Source: an optimization exercise on an open RTL-to-GDS flow (aim: small area, a short achievable clock period and few clock cycles per item). Production flows keep margins and buffers that such runs may drop. Where RTL was checked, it was by simulation tests only, not by an equivalence proof against the original.

Setup of run 1:
## step_detector_cadence_core
module step_detector_cadence_core #(
   parameter int COUNT_WIDTH = sdc_pkg::COUNT_WIDTH_DEF
) (
   input  logic                                  clock,
   input  logic                                  reset,
   input  logic                                  csr_we,
   input  logic [sdc_pkg::CSR_IDX_W-1:0]         csr_index,
   input  logic [sdc_pkg::CSR_DATA_W-1:0]        csr_wdata,
   input  logic                                  req_valid,
   output logic                                  req_stall,
   input  logic signed [sdc_pkg::ACCEL_W-1:0]    req_accel_x,
   input  logic signed [sdc_pkg::ACCEL_W-1:0]    req_accel_y,
   input  logic signed [sdc_pkg::ACCEL_W-1:0]    req_accel_z,
   input  logic [sdc_pkg::TIME_W-1:0]            req_time_ms,
   input  logic                                  req_clear_count,
   output logic                                  rsp_valid,
   input  logic                                  rsp_stall,
   output logic                                  rsp_stepped,
   output logic [sdc_pkg::STEP_COUNT_W-1:0]      rsp_step_count,
   output logic [sdc_pkg::CAD_W-1:0]             rsp_cadence
);
export LEC_CHECK = 0
export ABC_CLOCK_PERIOD_IN_PS = 5000
export CAP_MARGIN = 20
export CORE_MARGIN = 2
export CORE_UTILIZATION = 40
export SETUP_SLACK_MARGIN = 4.0
export SLEW_MARGIN = 20
create_clock -name core_clock -period 9.0 [get_ports {clock}]
standard.sh (not shown) runs the stock make flow with config.mk's settings and CLKGATE_MAP_FILE= SYNTH_SCRIPT=/design/flow/synth_recipe.tcl, a recipe that flattens the netlist after the stock synthesis.
==> flow/flow/run.sh <==
#!/bin/bash
# Layout: the standard flow, with the port buffers made plain buffers (buf_4) instead of
# the delay-cell buffers buffer_ports picks by default. Each tool's output goes to its own log.
cp standard.sh standard_sh.log
export BUFFER_PORTS_ARGS="-buffer_cell sky130_fd_sc_hd__buf_4"
bash standard.sh > standard.log 2>&1
Testbench counts of run 1, summed over its fixed seeds: cycles 14,880, items 12,000.
Setup changes, run 1 to run 2
--- a/flow/design.v
+++ b/flow/design.v
@@ -54,44 +54,35 @@
    assign lo = 17'h06000 + {2'b0, d[15:1]};
    logic [1:0] nb, dch;
    always_comb begin
       nb  = '0;
       dch = '0;
       for (int c = 0; c < 8; c++) begin
          nb  = nb  | ({2{ph_ff[c]}} & lo[15-2*c -: 2]);
          if (c > 0)
             dch = dch | ({2{ph_ff[c]}} & cad[15-2*c -: 2]);
       end
    end
-   function automatic logic [17:0] r4step(input logic [15:0] r, input logic [1:0] b,
-                                          input logic [15:0] dv);
-      logic [18:0] r4, d1, d2, t1, t2, t3, cs, cc;
-      logic        g1, g2, g3;
-      r4 = {1'b0, r, b};
-      d1 = {3'b0, dv};
-      d2 = {2'b0, dv, 1'b0};
-      t1 = r4 - d1;
-      t2 = r4 - d2;
-      cs = r4 ^ ~d1 ^ ~d2;
-      cc = (r4 & ~d1) | (r4 & ~d2) | (~d1 & ~d2);
-      t3 = cs + {cc[17:0], 1'b0} + 19'd2;
-      g1 = !t1[18];
-      g2 = !t2[18];
-      g3 = !t3[18];
-      r4step[17:16] = {g2, g3 | (g1 & !g2)};
-      r4step[15:0]  = g3 ? t3[15:0] : g2 ? t2[15:0] : g1 ? t1[15:0] : r4[15:0];
+   function automatic logic [16:0] dstep(input logic [15:0] r, input logic b,
+                                         input logic [15:0] dv);
+      logic [16:0] s;
+      logic [17:0] df;
+      s  = {r, b};
+      df = {1'b0, s} - {2'b0, dv};
+      dstep = df[17] ? {1'b0, s[15:0]} : {1'b1, df[15:0]};
    endfunction
-   logic [17:0] s1;
+   logic [16:0] o1, o2;
    logic [1:0]  q;
-   assign s1 = r4step(rem_ff, nb, d);
-   assign q  = sat ? 2'b11 : s1[17:16];
+   assign o1 = dstep(rem_ff, nb[1], d);
+   assign o2 = dstep(o1[15:0], nb[0], d);
+   assign q  = sat ? 2'b11 : {o1[16], o2[16]};
    function automatic logic [9:0] m77(input logic [2:0] v);
       case (v)
          3'd0: m77 = 10'd0;   3'd1: m77 = 10'd77;  3'd2: m77 = 10'd154; 3'd3: m77 = 10'd231;
          3'd4: m77 = 10'd308; 3'd5: m77 = 10'd385; 3'd6: m77 = 10'd462; default: m77 = 10'd539;
       endcase
    endfunction
    function automatic logic [9:0] m179(input logic [1:0] v);
       case (v)
          2'd0: m179 = 10'd0;   2'd1: m179 = 10'd179; 2'd2: m179 = 10'd358; default: m179 = 10'd537;
       endcase
    endfunction
@@ -101,23 +92,23 @@
                 + (ph_ff[4] ? 25'd2 : 25'd0);
    logic [24:0] acc_q;
    assign acc_q = acc_ff + 25'(m77({1'b0, q_ff}));
    always_ff @(posedge clock) begin
       if (load) begin
          ph_ff  <= 9'b000000001;
          rem_ff <= qa ? 16'(8'(8'd234 - d_ld[7:0])) : 16'd234;
          acc_ff <= qa ? 25'd77 : 25'd0;
          q_ff   <= '0;
       end else if (step && !done) begin
          ph_ff  <= ph_ff << 1;
-         rem_ff <= s1[15:0];
+         rem_ff <= o2[15:0];
          acc_ff <= (acc_q << 2) + dterm;
          q_ff   <= q;
       end
    end
    assign done    = ph_ff[8];
    assign cad_new = acc_q[24:8];
 endmodule
 module sdc_sq3_a (
    input  logic [15:0] x,
    input  logic [15:0] y,
    input  logic [15:0] z,
@@ -1320,26 +1311,23 @@
    logic        hit2;
    logic [31:0] last_c, d1;
    assign hit2   = gt_ff && !latched_ff;
    assign last_c = (v2_ff && hit2) ? t2_ff : last_ff;
    assign d1     = t1_ff - last_c;
    logic upd, commit, adv2, adv1, accept, div_done;
    logic [16:0] cad_div;
    assign upd    = hit2 && have_ff && inr_ff;
    assign commit = v2_ff && !(rsp_valid_ff && rsp_stall) && !(upd && !div_done);
    assign adv2   = !v2_ff || commit;
    assign adv1   = !v1_ff || adv2;
-   logic stall_a, stall_b;
-   assign stall_a   = (v1_ff && v2_ff && upd && !div_done) || (sq_ff != 2'd0);
-   assign stall_b   = v1_ff && v2_ff && rsp_valid_ff;
-   assign req_stall = stall_a || (stall_b && rsp_stall);
+   assign req_stall = !adv1 || (sq_ff != 2'd0);
    assign accept = req_valid && !req_stall;
    sdc_div u_div (
       .clock   (clock),
       .load    (adv2),
       .d_ld    (d1[15:0]),
       .step    (v2_ff),
       .d       (d2_ff),
       .sat     (sat_ff),
       .cad     (cad_ff),
       .done    (div_done),
       .cad_new (cad_div)
--- outcome ---
Summary of run 2 over run 1: final critical-path setup slack fell 0.19 ns; cell area fell about 2.2%; post-cts resize count rose 24; fraction of the cycle the final worst path needs rose 2.1 points.
Compare run 1 and run 2 | core outline area lower: run 2
Run 2 against run 1: global router's overall resource usage comparable; cell total after placement lower.
Function not checked in run 2: the RTL went through the layout flow alone.

## port drivers added, routing unchanged
The flow's constraints put no driver on any port. The routed layouts listed below were extracted and timed again, unchanged, in two steps. Step 1: set_driving_cell puts a clkbuf_16 on clock and a buf_2 on each other input, an assumption about the parent block. Step 2 times the ports against the registers' clock, not the clock port: input delays grow and output delays shrink by t, the midpoint of the rising clock arrivals with the driver on. Three values: ideal ports, drivers, drivers and shift; two values: the first two.
run | shift t [ns] | slack for setup (ns) | worst setup path at the end | worst register clock-pin slew, ns | worst slew at a driven data input, ns
run 1 | 0.697 | 4.035 / 3.997 / 3.425 | input to register | 0.07 / 0.07 | 0.15
run 2 | 0.694 | 3.847 / 3.847 / 3.373 | input to register | 0.07 / 0.07 | 0.15
After both steps setup and hold are still met in every run listed. For run 1, which loses most, drivers alone change the setup slack by -0.038 ns; drivers and shift together by -0.610 ns.
